This design comes from an exercise in tuning for small area and few clock cycles on the open sky130 flow, not from production work.
At most, simulation tests tie the RTL to the original design; equivalence was not proved.
Power figures rest on the tool's default switching activity, not on a simulated workload.

Setup of run A:
// d_domain
module d_domain (
    input  logic         ui_clk,
    input  logic         rst,
    input  logic         p2d_cmd_valid,
    output logic         p2d_cmd_ready,
    input  logic [31:0]  p2d_cmd,
    input  logic         p2d_data_valid,
    output logic         p2d_data_ready,
    input  logic [255:0] p2d_data,
    input  logic         a2d_cmd_valid,
    output logic         a2d_cmd_ready,
    input  logic [31:0]  a2d_cmd,
    input  logic         calib_done,
    input  logic         app_rdy,
    input  logic         app_wdf_rdy,
    output logic         d2p_cmd_valid,
    input  logic         d2p_cmd_ready,
    output logic [31:0]  d2p_cmd,
    output logic         d2a_cmd_valid,
    input  logic         d2a_cmd_ready,
    output logic [31:0]  d2a_cmd,
    output logic         app_en,
    output logic [2:0]   app_cmd,
    output logic [28:0]  app_addr,
    output logic         app_wdf_wren,
    output logic [255:0] app_wdf_data,
    output logic         app_wdf_end,
    output logic [31:0]  app_wdf_mask,
    output logic [1:0]   cfg_asic_mode,
    output logic [15:0]  cfg_training_epochs,
    output logic [15:0]  cfg_inference_epochs,
    output logic [1:0]   cfg_dataset,
    output logic [15:0]  cfg_timesteps,
    output logic [15:0]  cfg_input_size,
    output logic         cfg_long_streaming,
    output logic         cfg_binary_classifier,
    output logic         cfg_loser_encourage
);
    logic        is_cfg, is_win, is_td;
    logic        cfg_ready;
    logic        seq_full;
    logic        td_fire;
    logic        blk;
    logic        win_fire;
    logic        wr_fire;
    logic        wen;
    logic        done_hit;
    logic        prog_hit;
    logic [13:0] pcnt;
    logic        d2a_v;
    logic [16:0] d2a_pay;
    cmd_decoder u_dec (
        .p2d_op    (p2d_cmd[14:0]),
        .a2d_op    (a2d_cmd[14:0]),
        .cfg_ready (cfg_ready),
        .blk       (blk),
        .is_cfg    (is_cfg),
  ...
For scale: ~1400 cells after synthesis, about 470 flip-flops, about 790 I/O pins, roughly 16000 sq um of cells after synthesis.
export LEC_CHECK = 0
export CAP_MARGIN = 20
export CORE_AREA = 10 10 310 310
export DIE_AREA = 0 0 320 320
export PLACE_DENSITY = 0.27
export SLEW_MARGIN = 20
create_clock -name core_clock -period 5.0 [get_ports {ui_clk}]
standard.sh (not shown) runs the stock make flow with config.mk's settings and CLKGATE_MAP_FILE= SYNTH_SCRIPT=/design/flow/synth_recipe.tcl, a recipe that flattens the netlist after the stock synthesis.
==> flow/flow/run.sh <==
#!/bin/bash
# Standard ORFS layout (the standard.sh) with these changes:
#  - synthesis is the standard flow's own script, except that abc maps with the
#    area-oriented script flow/abc_area.script instead of ORFS's speed script
#    (registers are mapped before abc, so they are the standard ones);
#  - port buffers use the smallest buffer cell (buf_1);
#  - the clock tree uses clkbuf_4 with small sink clusters and no dummy loads;
#  - constant outputs keep the synthesized tie cells (no tie-per-pin repair).
# Each ORFS step writes its full log under orfs/logs/; make's output goes to
# make_finish.log.
set -euo pipefail
HERE=$(pwd)
{
  echo "proc abc {args} {"
  echo "  set i [lsearch -exact \$args -script]"
  echo "  if {\$i >= 0} { lset args [expr {\$i + 1}] $HERE/flow/abc_area.script }"
  echo "  puts \"abc with script $HERE/flow/abc_area.script\""
  echo "  yosys abc {*}\$args"
  echo "}"
  cat synth_recipe.tcl
} > flow_synth.tcl
bash standard.sh \
  SYNTH_SCRIPT="$HERE/flow_synth.tcl" \
  BUFFER_PORTS_ARGS="-buffer_cell sky130_fd_sc_hd__buf_1" \
  CTS_ARGS="-sink_clustering_enable -repair_clock_nets -dont_use_dummy_load -buf_list sky130_fd_sc_hd__clkbuf_4 -sink_clustering_size 8 -sink_clustering_max_diameter 60" \
  SKIP_REPAIR_TIE_FANOUT=1 \
  finish > make_finish.log 2>&1
==> flow/flow/abc_area.script <==
strash
dc2
balance
rewrite -z
refactor -z
rewrite -z
dch -f
amap
topo
--- input diff run A..run B ---
- clearing PLACE_DENSITY, which used to be 0.27
Results
- Run B and run A ended up with nearly the same global-route wire length before repair.
- Of run B and run A, the lower global routing usage summed across all routing layers belongs to run A.
- Summary — post-route cell area, run B relative to run A: higher, by 0.86%.
- From run A to run B the numbers moved as follows: clock transition at the registers of the reported paths comparable; number of clock buffers in the layout now larger; hold slack now larger.
- p2d_data_ready as the endpoint of the most critical setup path was reported by run B, and p2d_cmd_ready by run A.
- Diff run B and run A: source-to-sink clock delay at the later pin of the worst-skew pair higher in run B
- Power density of the placed cells: run B vs run A down 4.6 nW/um^2
- Run B vs run A on signed area change from the synthesized netlist to the final layout: run B is the higher one.
- Utilization (higher): run B
#### Input delta (run C over run B)
- putting PLACE_DENSITY at 0.8 where nothing was set
### Flow results
Run B → run C: wire length moved down, total number of vias moved up, final RePlAce weighted congestion moved up. Summary of run C over run B: worst hold margin dropped 8.8 ps; global-route usage dropped 0.22 points; post-route total power dropped 0.88%.
--- input diff run C..run D ---
- PLACE_DENSITY changed from 0.8 to 0.2
## What came out
The utilization was comparable across run C and run D. Compared with run C, in run D wire length went up by 5400 um, initial DRC count went down by 58%, met2 usage in global routing went up by 3.7 points, placed cell area went down by 0.57%, setup slack after layout went down by 13 ps. Going from run C to run D, the register share of the cell area was found to have gone up by 0.15 points. From run C to run D the numbers moved as follows: total power went up, synthesis-to-layout area growth went down.
Inputs modified between run D and run E:
- swapping 0.2 for 0.35 in PLACE_DENSITY
Notes after the runs:
- Looking at total leakage power, run E sits below run D.
- Relative to run D, path length in cells of the critical path decreased by 2 in run E.
- First-pass GRT wire length delta (run E − run D): favourable
- Delta (run E minus run D): total power per unit cell area down 2.3 nW/um^2, placed instance area saw a decrease.
No run of this note included a check of the RTL's function; only the layout flow was run.

* * *

## run 1
d_domain, a different RTL version from the one above (not shown whole).
Size: roughly 1,400 cells after synthesis, about 790 I/O pins, about 16,000 um2 of cells after synthesis.
==> flow/config.mk <==
export PLATFORM = sky130hd
export DESIGN_NAME = d_domain
export DESIGN_NICKNAME = d_domain
export VERILOG_FILES = /design/flow/design.v
export SDC_FILE = /design/flow/constraint.sdc
export NUM_CORES = 4
export LEC_CHECK = 0
export CAP_MARGIN = 20
export CORE_AREA = 10 10 310 310
export DIE_AREA = 0 0 320 320
export PLACE_DENSITY = 0.35
export SLEW_MARGIN = 20
==> flow/constraint.sdc <==
create_clock -name core_clock -period 5.0 [get_ports {ui_clk}]
set_input_delay 1.0000 -clock core_clock [delete_from_list [all_inputs] [get_ports {ui_clk}]]
set_output_delay 1.0000 -clock core_clock [all_outputs]
set_load 0.01 [all_outputs]
==> flow/flow/run.sh <==
#!/bin/bash
# Standard ORFS layout (the standard.sh) with these changes:
#  - synthesis is the standard flow's own script, except that abc maps with the
#    area-oriented script flow/abc_area.script instead of ORFS's speed script
#    (registers are mapped before abc, so they are the standard ones);
#  - port buffers use the smallest buffer cell (buf_1);
#  - the clock tree uses clkbuf_4 with small sink clusters and no dummy loads;
#  - constant outputs keep the synthesized tie cells (no tie-per-pin repair).
# Each ORFS step writes its full log under orfs/logs/; make's output goes to
# make_finish.log.
set -euo pipefail
HERE=$(pwd)
{
  echo "proc abc {args} {"
  echo "  set i [lsearch -exact \$args -script]"
  echo "  if {\$i >= 0} { lset args [expr {\$i + 1}] $HERE/flow/abc_area.script }"
  echo "  puts \"abc with script $HERE/flow/abc_area.script\""
  echo "  yosys abc {*}\$args"
  echo "}"
  cat synth_recipe.tcl
} > flow_synth.tcl
bash standard.sh \
  SYNTH_SCRIPT="$HERE/flow_synth.tcl" \
  BUFFER_PORTS_ARGS="-buffer_cell sky130_fd_sc_hd__buf_1" \
  CTS_ARGS="-sink_clustering_enable -repair_clock_nets -dont_use_dummy_load -buf_list sky130_fd_sc_hd__clkbuf_4 -sink_clustering_size 9 -sink_clustering_max_diameter 60 -sink_clustering_buffer sky130_fd_sc_hd__clkbuf_4" \
  SKIP_REPAIR_TIE_FANOUT=1 \
  finish > make_finish.log 2>&1
Scripts as last shown in full above: flow/flow/abc_area.script
Testbench counts of run 1, summed over its fixed seeds: cycles 27,041.
## Diff of input files: run 2 against run 1
diff --git a/flow/flow/run.sh b/flow/flow/run.sh
--- a/flow/flow/run.sh
+++ b/flow/flow/run.sh
@@ -8 +8,2 @@
-#  - constant outputs keep the synthesized tie cells (no tie-per-pin repair).
+#  - constant outputs keep the synthesized tie cells (no tie-per-pin repair);
+#  - after global routing, cells off the critical paths are sized down (RECOVER_POWER).
@@ -26,0 +28 @@
+  RECOVER_POWER=100 \
Findings:
Layout checks on run 2: not met. Flow itself completed; violations: max-capacitance violations, max-slew violations.
Number of antenna cells inserted down 3 in run 2 wrt run 1
Run 2 vs run 1 — ratio of total power to cell area rose about 0.45%.
Compared run 2 against run 1; utilization within noise.
Clock network area share across run 2 and run 1: no real change.
Run 2 and run 1 ended up with nearly the same period utilization.
Combinational group share of total power across run 2 and run 1: no real change.
For detailed-route DRC error count, run 2 and run 1 come out practically identical.
Run 2 -> run 1: total routed wirelength flat
## Diff of input files: run 3 against run 2
diff --git a/flow/flow/run.sh b/flow/flow/run.sh
--- a/flow/flow/run.sh
+++ b/flow/flow/run.sh
@@ -8,2 +8 @@
-#  - constant outputs keep the synthesized tie cells (no tie-per-pin repair);
-#  - after global routing, cells off the critical paths are sized down (RECOVER_POWER).
+#  - constant outputs keep the synthesized tie cells (no tie-per-pin repair).
@@ -28 +26,0 @@
-  RECOVER_POWER=100 \
diff --git a/flow/config.mk b/flow/config.mk
--- a/flow/config.mk
+++ b/flow/config.mk
@@ -10,0 +11 @@
+export GPL_ROUTABILITY_DRIVEN = 0
==> run summary <==
The sole clean run among run 2 and run 3 is run 3.
To summarise run 2: no stage aborted, but the layout did not pass its checks, failing on max-capacitance violations, max-slew violations.
For relative area of clock buffers and inverters in the final design, run 2 and run 3 come out practically identical.
Between run 2 and run 3, the fill cell total of the finished layout does not differ in any meaningful way.
Looking at power per unit of standard cell area across run 2 and run 3, the one that comes out lower is run 3.
[compare] base=run 2 new=run 3: via count about even; hold slack barely changed; total placed cells including tap cells about even.
Design area in run 3 is about 0.6% higher than in run 2
Changes in run 4 relative to run 3:
diff --git a/flow/config.mk b/flow/config.mk
--- a/flow/config.mk
+++ b/flow/config.mk
@@ -11 +11 @@
-export GPL_ROUTABILITY_DRIVEN = 0
+export GPL_TIMING_DRIVEN = 0
--- outcome ---
Worst-case vdd ir drop (run 4 / run 3): 1.08
Share of power burned in the clock network (lower): run 4
[compare] base=run 3 new=run 4: total power after layout +41 uW, power share of the combinational group +0.7 points, detailed-placement wirelength estimate ~0 delta.
Relative to run 4, the following input files were edited for run 5:
diff --git a/flow/config.mk b/flow/config.mk
--- a/flow/config.mk
+++ b/flow/config.mk
@@ -8 +8 @@
-export CAP_MARGIN = 20
+export CAP_MARGIN = 5
@@ -11 +10,0 @@
-export GPL_TIMING_DRIVEN = 0
@@ -13 +12 @@
-export SLEW_MARGIN = 20
+export SLEW_MARGIN = 5
==> run summary <==
Part of the power in the clock network in run 5 is 0.4 points above run 4.
Between run 4 and run 5, share of total power in combinational logic decreased.
Comparing run 4 with run 5, the wire length per cell came out essentially unchanged.
Compared with run 4, run 5 shows a lower number of global-route vias before repair.

* * *

Setup of yarrow:
Another version of the RTL of d_domain (not shown whole).
For scale: ~490 flip-flops, roughly 17000 um^2 of cells after synthesis.
clock: 5.0 ns
lec_check: 0
cap_margin: 20
core_area: 10 10 310 310
die_area: 0 0 320 320
slew_margin: 20
run.sh (not shown) runs the stock make flow with config.mk's settings and CLKGATE_MAP_FILE= SYNTH_SCRIPT=/design/flow/synth_recipe.tcl, a recipe that flattens the netlist after the stock synthesis.
Stock flow here: none of the scripts above is used.
Testbench counts of yarrow, summed over its fixed seeds: cycles 27,101.
Relative to yarrow, the following input files were edited for delta:
==> flow/flow/run.sh (new file) <==
#!/bin/bash
# Standard ORFS layout, with the port buffers made from the smallest buffer
# cell instead of the one buffer_ports picks by default.
set -euo pipefail
bash standard.sh \
  BUFFER_PORTS_ARGS="-buffer_cell sky130_fd_sc_hd__buf_1" \
  finish > make_finish.log 2>&1
==> flow/standard.sh (new file) <==
#!/bin/bash
# synth_recipe.tcl (not shown) runs the flow's synth.tcl, then flattens the netlist and writes it again
# the make line also repeats each setting of config.mk as NAME=value (left out here)
make -C /OpenROAD-flow-scripts/flow DESIGN_CONFIG=/design/flow/config.mk WORK_HOME=/design/flow/orfs CLKGATE_MAP_FILE= SYNTH_SCRIPT=/design/flow/synth_recipe.tcl "${@:-finish}"
removed: flow/run.sh
- delta: all stages complete, timing, DRC and antenna checks passed
- Diff yarrow..delta | remaining design rule violation count | unchanged
- Compared with yarrow, placer congestion estimate in delta decreased slightly.
- From delta to yarrow, core box area did not move at all.
> inputs changed (delta -> umber)
Settings: CORE_UTILIZATION newly set to 40; CORE_AREA removed (was 10 10 310 310); CORE_MARGIN newly set to 2; DIE_AREA removed (was 0 0 320 320).
==> flow/run.sh (new file) <==
#!/bin/bash
# synth_recipe.tcl (not shown) runs the flow's synth.tcl, then flattens the netlist and writes it again
# the make line also repeats each setting of config.mk as NAME=value (left out here)
make -C /OpenROAD-flow-scripts/flow DESIGN_CONFIG=/design/flow/config.mk WORK_HOME=/design/flow/orfs CLKGATE_MAP_FILE= SYNTH_SCRIPT=/design/flow/synth_recipe.tcl finish
removed: flow/flow/run.sh
removed: flow/standard.sh
Results
umber never completed; the flow aborted with a tool error in I/O pin placement.
Taking delta as 1.0, umber lands at 0.66 on height of the die.
Synthesized instance count: delta vs umber, no meaningful difference
Going from delta to umber, site row count went down; synthesized area was more or less identical.
Re die boundary width: delta was higher than umber.
The initial standard-cell utilization of the core reported for umber is greater than that of delta by 21 points.

-- what the ideal ports hide --
The results above use ideal ports. As a check the final layouts listed here were re-extracted and re-timed, cells and wires unchanged. Step 1 (the two cells are an assumption about what drives the block):
set clk [get_ports {ui_clk}]
set_driving_cell -lib_cell sky130_fd_sc_hd__clkbuf_16 $clk
set_driving_cell -lib_cell sky130_fd_sc_hd__buf_2 [delete_from_list [all_inputs] $clk]
Step 2 times the ports against the registers' clock, not the clock port: input delays grow and output delays shrink by t, the midpoint of the rising clock arrivals with the driver on. Slacks: ideal / step 1 / step 2; pairs: ideal / step 1.
| run | t, ns | slack for setup (ns) | hold slack, ns | worst setup path at the end |
|---|---|---|---|---|
| run A | 0.839 | 0.281 / 0.218 / 0.479 | 0.315 / 0.304 / 0.479 | register to register |
| run B | 0.847 | 0.220 / 0.161 / 0.764 | 0.333 / 0.307 / 0.475 | register to register |
| run C | 0.878 | 0.258 / 0.200 / 0.925 | 0.324 / 0.293 / 0.487 | register to register |
| run D | 0.892 | 0.245 / 0.177 / 0.687 | 0.305 / 0.270 / 0.471 | register to register |
| run E | 0.887 | 0.236 / 0.175 / 0.590 | 0.313 / 0.289 / 0.483 | register to register |
| run 1 | 0.891 | 0.409 / 0.409 / 0.409 | 0.306 / 0.281 / 0.494 | register to register |
| run 2 | 0.891 | 0.405 / 0.405 / -0.194 | 0.304 / 0.279 / 0.488 | input to register |
| run 3 | 0.891 | 0.409 / 0.409 / 0.409 | 0.306 / 0.281 / 0.494 | register to register |
| run 4 | 0.829 | 0.381 / 0.381 / 0.381 | 0.355 / 0.341 / 0.476 | register to register |
| run 5 | 0.891 | 0.409 / 0.409 / 0.409 | 0.306 / 0.281 / 0.494 | register to register |
| yarrow | 0.668 | 0.757 / 0.707 / 1.193 | 0.474 / 0.474 / 0.474 | input to register |
| delta | 0.688 | 0.747 / 0.695 / 1.202 | 0.474 / 0.474 / 0.474 | input to register |
The setup slack of run 2, which loses most, moves by 0.000 ns with the drivers and by -0.599 ns with both steps.
